Background: an optimization exercise with open tools, aiming at small area. Do not read the settings as production practice. At most, simulation tests tie the RTL to the original design; equivalence was not proved. Function not checked in run 2: the RTL went through the layout flow alone. Power is estimated from default activity; no workload was simulated.

--- flow/design.v ---
module div_request_scheduler #(
   parameter int unsigned LATENCY = 36,
   parameter int unsigned DEPTH   = 64,
   parameter int unsigned TAG_W   = 8
) (
   input  logic             aclk,
   input  logic             rst,
   input  logic             req_valid,
   output logic             req_ready,
   input  logic [31:0]      req_dividend,
   input  logic [31:0]      req_divisor,
   input  logic [TAG_W-1:0] req_tag,
   output logic [31:0]      div_dividend_tdata,
   output logic             div_dividend_tvalid,
   output logic [31:0]      div_divisor_tdata,
   output logic             div_divisor_tvalid,
   input  logic [63:0]      div_dout_tdata,
   output logic             res_valid,
   input  logic             res_ready,
   output logic [31:0]      res_quotient,
   output logic [31:0]      res_fraction,
   output logic [TAG_W-1:0] res_tag,
   output logic             res_div_zero,
   output logic             busy
);
   localparam int unsigned PTR_W = $clog2(DEPTH);
   logic [PTR_W:0]   acc_ptr, cap_ptr, rd_ptr;
   logic             issue_v;
   logic [1:0]       trk [LATENCY];
   logic [1:0]       trk_in;
   logic [TAG_W-1:0] tag_mem  [DEPTH];
   logic [63:0]      data_mem [DEPTH];
   logic             dz_mem   [DEPTH];
   logic             accept, capture, pop, cap_dz, cap_neg, full;
   logic [63:0]      cap_data;
   assign full      = (acc_ptr[PTR_W] != rd_ptr[PTR_W]) && (acc_ptr[PTR_W-1:0] == rd_ptr[PTR_W-1:0]);
   assign req_ready = !rst && !full;
   assign accept    = req_valid && req_ready;
   assign busy      = (acc_ptr != rd_ptr);
   assign res_valid = (cap_ptr != rd_ptr);
   assign pop       = res_valid && res_ready;
   assign div_dividend_tvalid = issue_v;
   assign div_divisor_tvalid  = issue_v;
   always_ff @(posedge aclk) begin
      div_dividend_tdata <= req_dividend;
      div_divisor_tdata  <= req_divisor;
   end
   always_ff @(posedge aclk) begin
      if (rst) issue_v <= 1'b0;
      else     issue_v <= accept;
   end
   assign trk_in[1] = issue_v && (div_divisor_tdata == 32'd0);
   assign trk_in[0] = issue_v && ((div_divisor_tdata != 32'd0) || div_dividend_tdata[31]);
   always_ff @(posedge aclk) begin
      if (rst) begin
         for (int i = 0; i < int'(LATENCY); i++) trk[i] <= '0;
      end else begin
         trk[0] <= trk_in;
         for (int i = 1; i < int'(LATENCY); i++) trk[i] <= trk[i-1];
      end
   end
   assign capture = trk[LATENCY-1][1] || trk[LATENCY-1][0];
   assign cap_dz  = trk[LATENCY-1][1];
   assign cap_neg = trk[LATENCY-1][0];
   assign cap_data = cap_dz ? {cap_neg, {31{!cap_neg}}, 32'd0} : div_dout_tdata;
   always_ff @(posedge aclk) begin
      if (rst) begin
         acc_ptr <= '0;
         cap_ptr <= '0;
         rd_ptr  <= '0;
      end else begin
         acc_ptr <= acc_ptr + (PTR_W+1)'(accept);
         cap_ptr <= cap_ptr + (PTR_W+1)'(capture);
         rd_ptr  <= rd_ptr + (PTR_W+1)'(pop);
      end
   end
   always_ff @(posedge aclk) begin
      if (accept) tag_mem[acc_ptr[PTR_W-1:0]] <= req_tag;
   end
   always_ff @(posedge aclk) begin
      if (capture) begin
         data_mem[cap_ptr[PTR_W-1:0]] <= cap_data;
         dz_mem[cap_ptr[PTR_W-1:0]]   <= cap_dz;
      end
   end
   logic [DEPTH-1:0] rd_seln;
   logic [72:0]      head;
   always_ff @(posedge aclk) begin
      if (rst)      rd_seln <= {{(DEPTH-1){1'b1}}, 1'b0};
      else if (pop) rd_seln <= {rd_seln[DEPTH-2:0], rd_seln[DEPTH-1]};
   end
   logic [72:0][DEPTH-1:0] col;
   always_comb begin
      for (int i = 0; i < int'(DEPTH); i++)
         for (int b = 0; b < 73; b++)
            col[b][i] = rd_seln[i] | ({dz_mem[i], tag_mem[i], data_mem[i]} >> b);
      for (int b = 0; b < 73; b++) head[b] = &col[b];
   end
   assign res_quotient = head[63:32];
   assign res_fraction = head[31:0];
   assign res_tag      = head[71:64];
   assign res_div_zero = head[72];
endmodule
--- flow/run.sh ---
#!/bin/bash
# synth_recipe.tcl (not shown) runs the flow's synth.tcl, then flattens the netlist and writes it again
# the make line also repeats each setting of config.mk as NAME=value (left out here)
make -C /OpenROAD-flow-scripts/flow DESIGN_CONFIG=/design/flow/config.mk WORK_HOME=/design/flow/orfs CLKGATE_MAP_FILE= SYNTH_SCRIPT=/design/flow/synth_recipe.tcl finish
--- flow/config.mk ---
export PLATFORM = sky130hd
export DESIGN_NAME = div_request_scheduler
export DESIGN_NICKNAME = div_request_scheduler
export VERILOG_FILES = /design/flow/design.v
export SDC_FILE = /design/flow/constraint.sdc
export NUM_CORES = 4
export LEC_CHECK = 0
export CAP_MARGIN = 20
export CORE_MARGIN = 2
export CORE_UTILIZATION = 70
export CTS_CLUSTER_DIAMETER = 70
export CTS_CLUSTER_SIZE = 30
export SLEW_MARGIN = 20
export SYNTH_MEMORY_MAX_BITS = 8192
--- flow/constraint.sdc ---
create_clock -name core_clock -period 8.0 [get_ports {aclk}]
set_input_delay 1.6000 -clock core_clock [delete_from_list [all_inputs] [get_ports {aclk}]]
set_output_delay 1.6000 -clock core_clock [all_outputs]
set_load 0.01 [all_outputs]
==> results.txt, run 1 <==
* Status: failed layout checks
* SO Faults: antenna rules
* FF-to-FF End: data_mem[39][5]
* Total of max-cap violations at 0
* TritonCTS clock tree: yes
* Min-delay src: trk[1][1]
* Routed WL per cell at 51.1 um
* Syn Area/Cell at 17.5 um2
* Gr usage total at 55.2%
* Post-synth top flop: edfxtp_1
* Yosys reg bits at 4894
* Worst path bufs/invs at 3
* Core ar. at 0.244 mm2
* Post-CTS Setup Bufs at 0
* First-pass GRT wire length at 903000 um
* Mapped Cells at 9815
* Most frequent cell on the critical path: buf_4
* Drt first pass iters at 9
* H-tree levels at 4
* RSZ-0062 raised after global routing: false
* DRC violations left at 0
* Cells on worst reg2reg path at 6
* Final count of negative-setup-slack endpoints at 0
* Stages on the worst setup path at 7
* Largest cells by area after synthesis: edfxtp_1, o22ai_1, dfxtp_1
* Final Hold Fails at 0
* Crit path time final at 6.93 ns
* Setup TNS at 0 ns
* Post-synthesis simple-gate area fraction at 4.96%
* Via Count at 116k
* CTS root buf: clkbuf_16
* Kind of critical path: flop to output pin
* CP cell instances: buf_4, o22ai_1, nor2_1, nand4_1, nor4_2, buf_4, clkdlybuf4s50_1
* CP max stage delay at 1.23 ns
* Slew margin rel. at 7.93%
* Full die area at 0.249 mm2
* Critical Path Start: rd_seln[27]
* Fmax at 144 MHz
* PD cells at 223 mW/mm2
* Synth Area in Compound Gates at 8.68%
* Die Height at 499 um
* Pint at 33.6 mW
* Layout area overhead at 9.49%
* Reg2reg start: trk[35][1]
* Worst Path Arrival at 5.33 ns
* Syn. warnings at 2
* Register area share after synthesis at 84.3%
* Starting Density at 70.5%
* Routed WL at 693000 um
* CP required at 6.40 ns
* Buffers on Ports at 281
* Share of layout cells above drive strength 1 at 9.66%
* Mapped Nets at 9961
* Sw Pwr at 8.42 mW
* Share of total power in the clock network at 31.8%
* Post-Synth XOR/XNOR Area at 0.138%
* Num rows at 181
* Worst hold margin at 0.436 ns
* Overall power at 42.0 mW
* Dpl hpwl at 360000 um
* Mux share of post-synthesis cell area at 0.373%
* Register share of total power at 66.7%
* Final worst slack at 1.07 ns
* Critical path's slowest cell: dfxtp_4
* Worst setup SP type: flop
* CP max FO at 31
* Worst Skew at 0.0396 ns
* Largest net degree at the start of global routing at 67
* Cell count of the worst hold path at 1
* Post-CTS Resized at 0
* Internal reg-to-reg setup slack at 2.99 ns
* CP endpoint kind: output pin
* Adder-Cell Fraction of Synth Area at 0.0437%
* Peak VDD IR at 0.255 mV
* Hold crit path type: flop to flop
* Gp weighted congestion at 0.952
* Worst skew pair latency at 0.94 ns
* Max-slew violation count at 0
* Chip Width at 499 um
* Count of different cell masters after synthesis at 34
* Post-route cell area at 0.188 mm2
* Placed cells at 13.2k
* Period utilization at 86.6%
* Hold_buf cts at 0
* I/O Pins at 282
* Leakage at 57.6 nW
* Post-layout util at 77.2%
* Global route total overflow at 0
* Synth Cell Area at 0.172 mm2
* Initial antenna violation count at 38
* Critical path endpoint: res_quotient[26]
* Antenna viol nets, final at 1
* Dpl cell area at 0.181 mm2
* CP delay by family, top: simple AND/OR/NAND/NOR gates
* Finished Layout Cells at 13.6k
* CTS Buffer Depth at 3
* Nets at 10.3k
* Total CTS buffers at 200
* Ys async rst share at 0%
* Combinational cell fraction of total power at 1.5%
* Vias in the first global route at 104k
* Top cell type by total area after synthesis: edfxtp_1
* Worst-path clk slew at 0.11 ns
* Net Sw Frac at 20.0%
* Largest family of logic cells by synthesized area: compound AO/OA/AOI/OAI gates
* Post-synth EDFFs at 4672
* DP Worst Slack at 2.56 ns
* Starting DRT DRC Count at 29.4k
* Worst Max-Slew Pin Slew at 1.38 ns
* Sink Count at 4894
* Yosys top cell area share at 81.7%
* Vias per cell at 8.53
-- cell type report --
class                      count  area [um2]
sequential                  4894      145000
fill                       13500       55600
multi-input combinational   4338       25500
timing repair buffer         721        6780
clock buffer                 227        5230
tap                         3202        4010
clock inverter               106        1300
antenna                       68         170
inverter                       9        33.8
-- cell usage in the layout, fill, tap and decap left out, drive strengths merged, types with 27 or more instances in the layout --
| master | instances |
|---|---|
| clkdlybuf4s50 | 272 |
| nor4 | 156 |
| edfxtp | 4672 |
| o22ai | 2336 |
| nor3 | 71 |
| nor2b | 111 |
| diode | 68 |
| inv | 51 |
| nor2 | 1170 |
| nand3 | 85 |
| mux2i | 64 |
| nand4 | 222 |
| clkinv | 33 |
| buf | 449 |
| o21a | 27 |
| dfxtp | 222 |
| clkbuf | 227 |
-- how the worst min path moves through the flow --
stage	end	slack, ns
2_1_floorplan	trk[10][0]	0.41
3_3_place_gp	trk[29][1]	0.42
3_5_place_dp	trk[19][1]	0.42
4_1_cts	trk[25][0]	0.44
5_1_grt	trk[25][0]	0.45
6_report	trk[2][1]	0.44
-- power groups by stage --
stage	logic [mW]	registers, mW	clock network (mW)
after CTS	0.609	28.0	13.1
after detailed placement	0.608	28.6	0
final	0.646	28.0	13.4
after global placement	0.580	28.6	0
after global routing	0.652	28.0	13.9
after floorplan	0.201	28.6	0
-- sequential cells by signal, summed over array words and instances, names as in the netlist, 7 cells and up --
register,cells
rd_ptr,7
trk,72
data_mem,4096
dz_mem,64
rd_seln,64
tag_mem,512
acc_ptr,7
div_divisor_tdata,32
div_dividend_tdata,32
cap_ptr,7
-- synth_stat cells (4+ instances only) --
cell and instances:
nand4_1 222, buf_2 289, nand2b_1 5, buf_6 11, nor4_1 156, o21a_1 27
dfxtp_1 222, buf_1 107, or3b_2 4, nand3b_1 8, ha_1 6, mux2i_1 64
nand3_1 85, nor3_1 70, nor2b_1 111, edfxtp_1 4672, o21ai_0 8, xnor2_1 12
o22ai_1 2336, nand2_1 22, clkbuf_1 165, xor2_1 15, nor2_1 1170, or3_1 5
inv_1 7
-- layer usage --
layer / vias up / GRT usage [%] / wire [um] / share of wire, %
met3: 4161 / 25.3 / 149000 / 21
met5: - / 0.521 / 650 / 0.094
li1: 40400 / - / - / -
met1: 55200 / 70.2 / 194000 / 28
met4: 54 / 38.6 / 69600 / 10
met2: 15900 / 76.0 / 280000 / 40
-- cell families (layout without fill, tap and decap cells) --
| logic type | after synthesis | in the layout |
|---|---|---|
| buffers and inverters | 583 | 1063 |
| and+or+nand+nor | 1865 | 1865 |
| xor gates and xnor gates | 27 | 27 |
| AOI/OAI and AO/OA | 2376 | 2376 |
| DFF | 4894 | 4894 |
| muxes | 64 | 64 |
| other | 0 | 68 |
| adders and majority gates | 6 | 6 |
==> run 2: changes to the inputs <==
--- a/flow/design.v
+++ b/flow/design.v
@@ -86,10 +86,10 @@
    logic [DEPTH-1:0] rd_seln;
    logic [72:0]      head;
    always_ff @(posedge aclk) begin
-      if (rst)      rd_seln <= {{(DEPTH-1){1'b1}}, 1'b0};
+      if (rst)      rd_seln <= ~DEPTH'(1);
       else if (pop) rd_seln <= {rd_seln[DEPTH-2:0], rd_seln[DEPTH-1]};
    end
-   logic [72:0][DEPTH-1:0] col;
+   logic [DEPTH-1:0] col [73];
    always_comb begin
       for (int i = 0; i < int'(DEPTH); i++)
          for (int b = 0; b < 73; b++)
--- a/flow/config.mk
+++ b/flow/config.mk
@@ -7,8 +7,6 @@
 export LEC_CHECK = 0
 export CAP_MARGIN = 20
 export CORE_MARGIN = 2
-export CORE_UTILIZATION = 70
-export CTS_CLUSTER_DIAMETER = 70
-export CTS_CLUSTER_SIZE = 30
+export CORE_UTILIZATION = 40
 export SLEW_MARGIN = 20
 export SYNTH_MEMORY_MAX_BITS = 8192
==> run 2 against run 1 <==
Effect of this change:
- now clean on timing, DRC and antenna
- via count rose by 0.47%
- cell area up 6.7%
- sequential power is essentially flat
==> results.txt, run 2 <==
* Status: timing/DRC/antenna clean
* Initial antenna violation count at 46
* Starting DRT DRC Count at 26.9k
* Gr usage total at 33.8%
* Cell count of the worst hold path at 1
* Top cell type by total area after synthesis: edfxtp_1
* Gp weighted congestion at 0.930
* Commonest non-fill, non-tap cell in the layout: edfxtp_1
* Sink Count at 4894
* Mapped Cells at 9815
* Post-layout util at 46.9%
* Dpl hpwl at 395000 um
* Global route total overflow at 0
* Ys async rst share at 0%
* Worst-path clk slew at 0.06 ns
* Total CTS buffers at 469
* Hold path endpoint: trk[35][1]
* CTS Buffer Depth at 4
* Multi-input logic area at 0.0259 mm2
* Full die area at 0.435 mm2
* Crit path time final at 6.97 ns
* Layout area overhead at 16.7%
* Hold_buf cts at 0
* RSZ-0062 raised after global routing: false
* Hold crit path type: flop to flop
* Syn. warnings at 3
* Routed WL at 757000 um
* Final Hold Fails at 0
* Kind of critical path: flop to output pin
* Largest cells by area after synthesis: edfxtp_1, o22ai_1, dfxtp_1
* Yosys reg bits at 4894
* Worst setup SP type: flop
* FF-to-FF End: data_mem[17][41]
* Worst Path Arrival at 5.37 ns
* I/O Pins at 282
* CP required at 6.40 ns
* Vias in the first global route at 106k
* Most frequent cell after synthesis: edfxtp_1
* First-pass GRT wire length at 981000 um
* Chip Width at 660 um
* Post-synth top flop: edfxtp_1
* Post-synth top cells: edfxtp_1, o22ai_1, nor2_1
* Nets at 10.6k
* CP endpoint kind: output pin
* Core ar. at 0.428 mm2
* Yosys top cell area share at 81.6%
* Mapped Nets at 9961
* Syn Area/Cell at 17.5 um2
* Register area share after synthesis at 84.2%
* Drt first pass iters at 6
* H-tree levels at 5
* Post-CTS Resized at 0
* Total of max-cap violations at 0
* Cells on worst reg2reg path at 5
* Max reg flops at 4096
* Via Count at 116k
* Register area at 0.145 mm2
* Post-CTS Setup Bufs at 0
* CTS root buf: clkbuf_16
* Largest net degree at the start of global routing at 104
* Setup TNS at 0 ns
* Worst Skew at 0.0539 ns
* Slew margin rel. at 9.25%
* Share of layout cells above drive strength 1 at 12.8%
* Worst skew pair latency at 1.05 ns
* Commonest cells after routing, fill and taps aside: edfxtp_1, o22ai_1, nor2_1
* Leakage at 60.4 nW
* Worst Max-Slew Pin Slew at 1.36 ns
* CP max FO at 28
* Min-delay src: trk[34][1]
* Antenna viol nets, final at 0
* Synth Cell Area at 0.172 mm2
* Die Height at 660 um
* Max-slew violation count at 0
* Buffers on Ports at 281
* Worst hold margin at 0.414 ns
* Fmax at 144 MHz
* Starting Density at 40.2%
* Routed WL per cell at 45.7 um
* Final count of negative-setup-slack endpoints at 0
* Fillers at 35.8k
* PD cells at 252 mW/mm2
* Most frequent cell on the critical path: buf_4
* Num rows at 240
* Peak VDD IR at 0.209 mV
* Reg2reg start: trk[35][1]
* Period utilization at 87.1%
* Internal reg-to-reg setup slack at 3.70 ns
* CP max stage delay at 0.99 ns
* Count of different cell masters after synthesis at 35
* Critical path's slowest cell: dfxtp_4
* TritonCTS clock tree: yes
* Vias per cell at 7.01
* Post-synth EDFFs at 4672
* CP cell instances: buf_4, buf_4, o22ai_1, nor4_1, nand3_1, nor4_1, buf_4, clkdlybuf4s50_1
* DRC violations left at 0
run 2: changes by cell type after synthesis, moves of 2 or more:
cell	previous run	this run
buf_8	0	5
buf_1	107	102
buf_2	289	292
nand2b_1	5	67
nor2_1	1170	1108
clkbuf_1	165	167
buf_6	11	5
run 2: final cells by class:
class	count	share of cell area, %
multi-input combinational	4338	12.9
antenna	29	0.0362
tap	5687	3.55
clock inverter	301	1.30
sequential	4894	72.3
clock buffer	571	6.10
timing repair buffer	755	3.80
inverter	9	0.0168
run 2: how the worst max path moves through the flow:
| stage | slack [ns] | to | start |
|---|---|---|---|
| finish | 1.03 | res_fraction[25] | rd_seln[54] |
| global route | 1.14 | res_fraction[25] | rd_seln[54] |
| detailed placement | 2.15 | res_fraction[22] | rd_seln[32] |
| floorplan | 1.24 | data_mem[0][0] | trk[35][1] |
| global placement | 2.18 | res_fraction[22] | rd_seln[32] |
| CTS | 1.06 | res_fraction[22] | rd_seln[32] |
run 2: per-layer routing:
layer	wire length, um	GRT usage, %
met2	318000	49.2
met3	135000	10.7
met1	239000	43.5
met4	65000	22.5
met5	219	0.0443
run 2: cell families (layout without fill, tap and decap cells):
logic type	Yosys count	count (layout)	share of synthesized area [%]
adders and majority gates	6	6	0.0437
and+or+nand+nor	1865	1865	5.04
other	0	29	0
xor gates and xnor gates	27	27	0.138
AOI/OAI and AO/OA	2376	2376	8.66
buffers and inverters	583	1636	1.55
muxes	64	64	0.373
DFF	4894	4894	84.2
run 2: power by group:
group	switching (mW)	internal, mW
combinational	0.498	0.147
sequential	0.0113	28.0
clock	9.91	12.0
run 2: stage by stage:
step	setup slack [ns]	instances	power, mW	area [um2]
3_5_place_dp	2.15	15700	29.2	185000
3_3_place_gp	2.18	15700	29.2	185000
5_1_grt	1.14	16600	51.4	200000
2_1_floorplan	1.24	9815	28.8	172000
4_1_cts	1.06	16500	50.4	200000
6_report	1.03	16600	50.6	201000
run 2: critical path, delay by kind of cell (launching register included):
family | cells | cell delay (ns)
buffers and inverters | 4 | 1.66
and+or+nand+nor | 3 | 1.54
DFF | 1 | 0.99
AOI/OAI and AO/OA | 1 | 0.13
==> run 3: changes to the inputs <==
--- a/flow/design.v
+++ b/flow/design.v
@@ -28,6 +28,8 @@
    logic             issue_v;
    logic [1:0]       trk [LATENCY];
    logic [1:0]       trk_in;
+   localparam int unsigned BLANK_W = $clog2(LATENCY + 1);
+   logic [BLANK_W-1:0] blank;
    logic [TAG_W-1:0] tag_mem  [DEPTH];
    logic [63:0]      data_mem [DEPTH];
    logic             dz_mem   [DEPTH];
@@ -52,14 +54,14 @@
    assign trk_in[1] = issue_v && (div_divisor_tdata == 32'd0);
    assign trk_in[0] = issue_v && ((div_divisor_tdata != 32'd0) || div_dividend_tdata[31]);
    always_ff @(posedge aclk) begin
-      if (rst) begin
-         for (int i = 0; i < int'(LATENCY); i++) trk[i] <= '0;
-      end else begin
-         trk[0] <= trk_in;
-         for (int i = 1; i < int'(LATENCY); i++) trk[i] <= trk[i-1];
-      end
+      trk[0] <= trk_in;
+      for (int i = 1; i < int'(LATENCY); i++) trk[i] <= trk[i-1];
    end
-   assign capture = trk[LATENCY-1][1] || trk[LATENCY-1][0];
+   always_ff @(posedge aclk) begin
+      if (rst)                 blank <= BLANK_W'(LATENCY);
+      else if (blank != '0)    blank <= blank - BLANK_W'(1);
+   end
+   assign capture = (blank == '0) && (trk[LATENCY-1][1] || trk[LATENCY-1][0]);
    assign cap_dz  = trk[LATENCY-1][1];
    assign cap_neg = trk[LATENCY-1][0];
    assign cap_data = cap_dz ? {cap_neg, {31{!cap_neg}}, 32'd0} : div_dout_tdata;
@@ -83,21 +85,42 @@
          dz_mem[cap_ptr[PTR_W-1:0]]   <= cap_dz;
       end
    end
-   logic [DEPTH-1:0] rd_seln;
-   logic [72:0]      head;
-   always_ff @(posedge aclk) begin
-      if (rst)      rd_seln <= ~DEPTH'(1);
-      else if (pop) rd_seln <= {rd_seln[DEPTH-2:0], rd_seln[DEPTH-1]};
+   logic [DEPTH-1:0]     rd_seln;
+   logic [72:0]          head;
+   logic [72:0]          row [DEPTH];
+   logic [72:0][7:0]     grp;
+   div_sched_rowdec u_rowdec (.ptr(rd_ptr[PTR_W-1:0]), .seln(rd_seln));
+   always_comb begin
+      for (int i = 0; i < int'(DEPTH); i++) row[i] = {dz_mem[i], tag_mem[i], data_mem[i]};
    end
-   logic [DEPTH-1:0] col [73];
-   always_comb begin
-      for (int i = 0; i < int'(DEPTH); i++)
-         for (int b = 0; b < 73; b++)
-            col[b][i] = rd_seln[i] | ({dz_mem[i], tag_mem[i], data_mem[i]} >> b);
-      for (int b = 0; b < 73; b++) head[b] = &col[b];
+   for (genvar b = 0; b < 73; b++) begin : g_bit
+      for (genvar g = 0; g < 8; g++) begin : g_grp
+         div_sched_nand8 u_nand8 (
+            .d   ({row[8*g+7][b], row[8*g+6][b], row[8*g+5][b], row[8*g+4][b],
+                   row[8*g+3][b], row[8*g+2][b], row[8*g+1][b], row[8*g][b]}),
+            .seln(rd_seln[8*g +: 8]),
+            .zn  (grp[b][g])
+         );
+      end
+      assign head[b] = ~|grp[b];
    end
    assign res_quotient = head[63:32];
    assign res_fraction = head[31:0];
    assign res_tag      = head[71:64];
    assign res_div_zero = head[72];
 endmodule
+module div_sched_rowdec (
+   input  logic [5:0]  ptr,
+   output logic [63:0] seln
+);
+   always_comb begin
+      for (int i = 0; i < 64; i++) seln[i] = (ptr != 6'(i));
+   end
+endmodule
+module div_sched_nand8 (
+   input  logic [7:0] d,
+   input  logic [7:0] seln,
+   output logic       zn
+);
+   assign zn = ~&(d | seln);
+endmodule
--- a/flow/config.mk
+++ b/flow/config.mk
@@ -7,6 +7,9 @@
 export LEC_CHECK = 0
 export CAP_MARGIN = 20
 export CORE_MARGIN = 2
-export CORE_UTILIZATION = 40
+export CORE_UTILIZATION = 55
+export CTS_CLUSTER_DIAMETER = 70
+export CTS_CLUSTER_SIZE = 27
 export SLEW_MARGIN = 20
+export SYNTH_HIERARCHICAL = 1
 export SYNTH_MEMORY_MAX_BITS = 8192
==> run 3 against run 2 <==
Effect of this change:
- highest routed layer unchanged
- critical endpoint is now res_fraction[27]
- core utilization rose by 15 points
- hold slack worse by 0.095 ns
- maximum frequency fell by 9.0%
- power down 18%
- clock power fell by about 40%
- die area down 29%
- clock skew down 0.0063 ns
- routed wire length down 29%
- largest cell class unchanged
- register-to-register slack got worse by 0.54 ns
- still clean
- sequential power is essentially flat
- area after synthesis shrank 2.9%
- first-iteration DRC count shrank 45%
==> results.txt, run 3 <==
* Gp weighted congestion at 0.861
* Cell count of the worst hold path at 0
* Final worst slack at 0.342 ns
* Worst Skew at 0.0477 ns
* Buffers on Ports at 281
* Critical path's slowest cell: dfxtp_1
* Mapped Cells at 8527
* Worst Max-Slew Pin Slew at 1.24 ns
* CTS root buf: clkbuf_16
* Sw Pwr at 8.25 mW
* H-tree levels at 4
* Hold path endpoint: trk[23][0]
* Nets at 9467
* CP max stage delay at 0.95 ns
* Period utilization at 95.7%
* Hold_buf cts at 0
* Most frequent cell on the critical path: or4_1
* Setup TNS at 0 ns
* Max-slew violation count at 0
* Dpl cell area at 0.180 mm2
* CP cell instances: nor4b_2, nand2_4, o22ai_1, or4_1, or4_1, nor2_1, clkdlybuf4s50_1
* Routed WL at 534000 um
* Global route total overflow at 0
* Syn. warnings at 10
* Register share of total power at 66.6%
* Layout area overhead at 11.7%
* Worst setup SP type: flop
* Total of max-cap violations at 0
* First-pass GRT wire length at 726000 um
* Most frequent cell after synthesis: edfxtp_1
* CP max FO at 40
* Yosys reg bits at 4836
* Net Sw Frac at 19.8%
* Internal reg-to-reg setup slack at 3.16 ns
* Share of total power in the clock network at 31.7%
* Finished Layout Cells at 13.4k
* Post-synth top flop: edfxtp_1
* I/O Pins at 282
* Routed WL per cell at 39.7 um
* Hold crit path type: flop to flop
* CP endpoint kind: output pin
* Worst skew pair latency at 0.98 ns
* Largest cells by area after synthesis: edfxtp_1, o22ai_1, or4_1
* Sink Count at 4836
* Post-synth EDFFs at 4672
* Top cell type by total area after synthesis: edfxtp_1
* Worst-path clk slew at 0.10 ns
* DRC violations left at 0
* Post-route cell area at 0.187 mm2
* Gr usage total at 34.2%
* Commonest non-fill, non-tap cell in the layout: edfxtp_1
* RSZ-0062 raised after global routing: false
* Post-CTS Setup Bufs at 0
* Combinational cell fraction of total power at 1.7%
* CTS Buffer Depth at 4
* Final Hold Fails at 0
* Peak VDD IR at 0.191 mV
* Largest net degree at the start of global routing at 94
* Final count of negative-setup-slack endpoints at 0
* TritonCTS clock tree: yes
* Dpl hpwl at 308000 um
* Drt first pass iters at 8
* PD cells at 223 mW/mm2
* Slew margin rel. at 17.4%
* Antenna viol nets, final at 0
* Chip Width at 555 um
* CP required at 6.40 ns
* Vias in the first global route at 91.0k
* FF-to-FF End: data_mem[41][36]
* Placed cells at 13.1k
* Register area share after synthesis at 86.0%
* Post-CTS Resized at 0
* Worst Path Arrival at 6.06 ns
* Die Height at 555 um
* Initial antenna violation count at 41
* Synth Cell Area at 0.167 mm2
* Worst hold margin at 0.319 ns
* Ys async rst share at 0%
* Reg2reg start: trk[35][0]
* Core ar. at 0.303 mm2
* Kind of critical path: flop to output pin
* Syn Area/Cell at 19.6 um2
* Crit path time final at 7.66 ns
* Starting DRT DRC Count at 14.8k
* Total CTS buffers at 217
* Num rows at 202
* Cells on worst reg2reg path at 5
* Status: timing/DRC/antenna clean
* Count of different cell masters after synthesis at 47
* Fmax at 131 MHz
* Vias per cell at 7.19
* Starting Density at 55.2%
* Yosys top cell area share at 84.0%
* Mapped Nets at 8675
* Min-delay src: trk[22][0]
* Full die area at 0.308 mm2
* DP Worst Slack at 1.51 ns
* Via Count at 96.7k
* Pint at 33.4 mW
* Post-synth top cells: edfxtp_1, o22ai_1, or4_1
* Share of layout cells above drive strength 1 at 9.80%
* Max reg flops at 4096
* Commonest cells after routing, fill and taps aside: edfxtp_1, o22ai_1, or4_1
* Leakage at 60.7 nW
## run 3: per-stage QoR
step	total power, mW	utilization, %
finish	41.7	61.7
global route	42.6	61.6
detailed placement	29.0	59.4
floorplan	28.6	-
CTS	41.7	61.5
global placement	29.0	59.3
## run 3: cell families after synthesis
group | count (synthesis) | synth area share (%)
AND/OR/NAND/NOR | 1187 | 4.67
XOR/XNOR | 30 | 0.157
flip-flops | 4836 | 86.0
AO/OA/AOI/OAI | 2377 | 8.89
multiplexers | 1 | 0.00674
buffers and inverters | 88 | 0.220
adder cells (fa/ha/maj) | 8 | 0.0600
## run 3: worst max-delay path by stage
stage	startpoint	end	slack (ns)
2_1_floorplan	trk[35][1]	data_mem[41][0]	2.60
3_3_place_gp	rd_ptr[2]	res_fraction[28]	1.54
3_5_place_dp	rd_ptr[2]	res_fraction[28]	1.51
4_1_cts	rd_ptr[2]	res_fraction[28]	0.47
5_1_grt	rd_ptr[3]	res_fraction[27]	0.40
6_report	rd_ptr[5]	res_fraction[27]	0.34
## run 3: layout make-up
| type | instances | area (um2) |
|---|---|---|
| Inverter | 36 | 135 |
| Sequential cell | 4836 | 144000 |
| Tap cell | 3978 | 4980 |
| Fill cell | 21200 | 116000 |
| Multi-Input combinational cell | 3603 | 24900 |
| Clock inverter | 78 | 797 |
| Clock buffer | 261 | 5790 |
| Timing Repair Buffer | 625 | 6290 |
| Antenna cell | 29 | 72.6 |
## run 3: per-layer routing
layer	part of all wire, %	wire length (um)	global-route usage (%)	vias up
li1	-	-	-	38600
met1	37	196000	46.9	50300
met2	47	252000	54.3	6656
met3	12	63300	7.15	1031
met4	4.4	23700	13.1	22
met5	0.030	158	0	-
## run 3: Yosys stat by module, one instance, submodules excluded
module	copies in the design	cell area [um2]
div_request_scheduler	1	147000
div_sched_nand8	584	32.5
div_sched_rowdec	1	592
## run 3: worst max-delay path: cells and delay by family (launching register included)
| family | cells | cell delay (ns) |
|---|---|---|
| and+or+nand+nor | 5 | 2.89 |
| DFF | 1 | 0.95 |
| buffers and inverters | 1 | 0.63 |
| AOI/OAI and AO/OA | 1 | 0.58 |
## run 3: power by group through the flow
stage	sequential [mW]	combinational (mW)	clock [mW]
2_1_floorplan	28.4	0.221	0
3_3_place_gp	28.3	0.664	0
3_5_place_dp	28.3	0.693	0
4_1_cts	27.8	0.694	13.3
5_1_grt	27.8	0.735	14.1
6_report	27.8	0.698	13.2
==> run 4: changes to the inputs <==
==> flow/flow/run.sh (new file) <==
#!/bin/bash
# The standard layout (the standard.sh: standard synthesis, floorplan, power grid, taps,
# placement, CTS, routing), with two changes to how the layout is made:
#  - ports are buffered with the smallest buffer (buf_1) instead of clkdlybuf4s50_1;
#  - CTS clusters up to 27 sinks within 70 um per leaf buffer and adds no dummy loads.
# The whole make output goes to standard.log in this folder.
set -euo pipefail
export BUFFER_PORTS_ARGS="-buffer_cell sky130_fd_sc_hd__buf_1"
export CTS_ARGS="-sink_clustering_enable -repair_clock_nets -sink_clustering_size 27 -sink_clustering_max_diameter 70 -dont_use_dummy_load"
bash standard.sh > standard.log 2>&1
==> flow/standard.sh (new file) <==
#!/bin/bash
# synth_recipe.tcl (not shown) runs the flow's synth.tcl, then flattens the netlist and writes it again
# the make line also repeats each setting of config.mk as NAME=value (left out here)
make -C /OpenROAD-flow-scripts/flow DESIGN_CONFIG=/design/flow/config.mk WORK_HOME=/design/flow/orfs CLKGATE_MAP_FILE= SYNTH_SCRIPT=/design/flow/synth_recipe.tcl "${@:-finish}"
--- a/flow/config.mk
+++ b/flow/config.mk
@@ -8,8 +8,6 @@
 export CAP_MARGIN = 20
 export CORE_MARGIN = 2
 export CORE_UTILIZATION = 55
-export CTS_CLUSTER_DIAMETER = 70
-export CTS_CLUSTER_SIZE = 27
 export SLEW_MARGIN = 20
 export SYNTH_HIERARCHICAL = 1
 export SYNTH_MEMORY_MAX_BITS = 8192
removed: flow/run.sh
==> run 4 against run 3 <==
Effect of this change:
- critical path depth rose by 1
- flip-flop and latch count did not move
- clock power fell by 8%
- area after synthesis unchanged
- final cell count is 1.1% lower
- routed wire length grew 2.4%
- core utilization decreased by 1.1 points
- sequential share of layout area rose by 1.4 points
- non-clock buffer count down 23
- largest power group unchanged
- cell area is 1.8% lower
==> results.txt, run 4 <==
* Global route total overflow at 0
* Gp weighted congestion at 0.866
* Sink Count at 4836
* Worst setup SP type: flop
* Status: timing/DRC/antenna clean
* Leakage at 59.2 nW
* Worst Max-Slew Pin Slew at 1.23 ns
* Antenna viol nets, final at 0
* Critical path's slowest cell: dfxtp_1
* Peak VDD IR at 0.233 mV
* Routed WL per cell at 41.1 um
* CP max stage delay at 0.96 ns
* TritonCTS clock tree: yes
* Vias in the first global route at 91.3k
* Hold crit path type: flop to flop
* Combinational cell fraction of total power at 1.5%
* Routed WL at 547000 um
* CP max FO at 50
* Dpl cell area at 0.177 mm2
* Final worst slack at 0.510 ns
* Dpl hpwl at 310000 um
* Max-slew violation count at 0
* CTS Buffer Depth at 4
* DRC violations left at 0
* Mapped Nets at 8675
* Die Height at 555 um
* Worst skew pair latency at 0.99 ns
* I/O Pins at 282
* H-tree levels at 4
* Ys async rst share at 0%
* Register share of total power at 68.4%
* Slew margin rel. at 17.7%
* Syn Area/Cell at 19.6 um2
* Syn. warnings at 10
* Max reg flops at 4096
* Most frequent cell after synthesis: edfxtp_1
* Worst path bufs/invs at 2
* Post-synth top flop: edfxtp_1
* Synth Cell Area at 0.167 mm2
* Share of layout cells above drive strength 1 at 9.01%
* Post-CTS Resized at 0
* Buffers on Ports at 281
* Fmax at 134 MHz
* RSZ-0062 raised after global routing: false
* Pint at 32.7 mW
* First-pass GRT wire length at 740000 um
* Layout area overhead at 9.75%
* Worst Path Arrival at 5.89 ns
* Period utilization at 93.6%
* Starting DRT DRC Count at 16.7k
* Total CTS buffers at 220
* Chip Width at 555 um
* Mapped Cells at 8527
* Commonest non-fill, non-tap cell in the layout: edfxtp_1
* Worst-path clk slew at 0.10 ns
* PD cells at 221 mW/mm2
* DP Worst Slack at 1.65 ns
* Overall power at 40.6 mW
* Vias per cell at 7.33
* Hold_buf cts at 0
* Num rows at 202
* Total of max-cap violations at 0
* Via Count at 97.5k
* CTS root buf: clkbuf_16
* Full die area at 0.308 mm2
* Count of different cell masters after synthesis at 47
* Sw Pwr at 7.83 mW
* Post-synth EDFFs at 4672
* Starting Density at 55.2%
* Kind of critical path: flop to output pin
* CP delay by family, top: simple AND/OR/NAND/NOR gates
* CP cell instances: nor4b_2, nand2_4, buf_4, o22ai_1, or4_1, or4_1, nor2_1, buf_1
* Crit path time final at 7.49 ns
* Top cell type by total area after synthesis: edfxtp_1
* Nets at 9447
* Share of total power in the clock network at 30.1%
* Gr usage total at 35.0%
* Final count of negative-setup-slack endpoints at 0
* Initial antenna violation count at 37
* Net Sw Frac at 19.3%
* Core ar. at 0.303 mm2
* Fillers at 21.6k
* Largest cells by area after synthesis: edfxtp_1, o22ai_1, or4_1
* Yosys top cell area share at 84.0%
* Post-route cell area at 0.183 mm2
* Setup TNS at 0 ns
* Post-CTS Setup Bufs at 0
* CP endpoint kind: output pin
* Yosys reg bits at 4836
* CP required at 6.40 ns
* Largest net degree at the start of global routing at 103
* Post-synth top cells: edfxtp_1, o22ai_1, or4_1
* Commonest cells after routing, fill and taps aside: edfxtp_1, o22ai_1, or4_1
* Worst Skew at 0.0816 ns
* Register area share after synthesis at 86.0%
* Drt first pass iters at 6
* Final Hold Fails at 0
* Most frequent cell on the critical path: or4_1
-- run 4: metrics by stage --
step | hold WS, ns | util [%] | cells
finish | 0.285 | 60.6 | 13300
global route | 0.293 | 60.6 | 13300
CTS | 0.294 | 60.4 | 13300
detailed placement | 0.312 | 58.6 | 13100
global placement | 0.310 | 58.5 | 13000
floorplan | 0.310 | - | 8527
-- run 4: path summary, 6_finish.rpt --
check / from / to / slack (ns) / cells after the start
max reg2reg: blank[0] / data_mem[8][12] / 3.16 / 7
min: trk[20][0] / trk[21][0] / 0.28 / 0
min reg2reg: trk[20][0] / trk[21][0] / 0.28 / 0
max: rd_ptr[5] / res_fraction[2] / 0.51 / 8
-- run 4: Yosys stat by module, one instance, submodules excluded --
| module | copies in the design | cell area (um2) | cells |
|---|---|---|---|
| div_sched_rowdec | 1 | 592 | 95 |
| div_request_scheduler | 1 | 147000 | 5512 |
| div_sched_nand8 | 584 | 32.5 | 5 |
-- run 4: cell families after synthesis --
group | synth area share, %
compound gates | 8.89
xor+xnor | 0.157
fa+ha+maj | 0.0600
buf+inv | 0.220
flops | 86.0
mux | 0.00674
simple gates | 4.67
-- run 4: per-layer routing --
| layer | vias to the layer above | routed length, um | GRT usage [%] |
|---|---|---|---|
| met5 | - | 97 | 0.0469 |
| met4 | 16 | 26500 | 14.3 |
| met3 | 1132 | 70100 | 7.60 |
| met2 | 7228 | 251000 | 54.2 |
| met1 | 50700 | 199000 | 48.7 |
| li1 | 38400 | - | - |
-- run 4: final cells by class --
class	instances	area (um2)	share of cell area, %
clock buffer	220	5510	3.00
sequential	4836	144000	78.4
inverter	36	135	0.0737
multi-input combinational	3603	24900	13.6
tap	3978	4980	2.72
antenna	22	55.1	0.0300
timing repair buffer	602	4050	2.21
-- run 4: power by group through the flow --
| stage | sequential [mW] | clock [mW] | combinational, mW |
|---|---|---|---|
| 4_1_cts | 27.8 | 12.3 | 0.609 |
| 2_1_floorplan | 28.4 | 0 | 0.221 |
| 5_1_grt | 27.8 | 13.1 | 0.652 |
| 3_5_place_dp | 28.3 | 0 | 0.609 |
| 6_report | 27.8 | 12.2 | 0.618 |
| 3_3_place_gp | 28.3 | 0 | 0.580 |

-- re-timing with driven ports --
Ports are ideal in the flow. The routed layouts listed here were re-timed in OpenROAD. Step 1 (the two cells are an assumption about what drives the block):
set clk [get_ports {aclk}]
set_driving_cell -lib_cell sky130_fd_sc_hd__clkbuf_16 $clk
set_driving_cell -lib_cell sky130_fd_sc_hd__buf_2 [delete_from_list [all_inputs] $clk]
Step 2, shift: input delay + t, output delay - t, t = (earliest + latest rising clock arrival at the registers) / 2. This alone moves slack from input paths to output paths. Three values: ideal, step 1, step 2; two values: the first two.
run	shift t [ns]	slack for setup (ns)	worst slew at a driven data input, ns
run 1	1.042	1.069 / 0.951 / 1.993	0.07
run 2	1.131	1.032 / 0.918 / 2.048	0.22
run 3	1.054	0.342 / 0.239 / 1.292	0.10
run 4	1.032	0.510 / 0.408 / 1.441	0.10
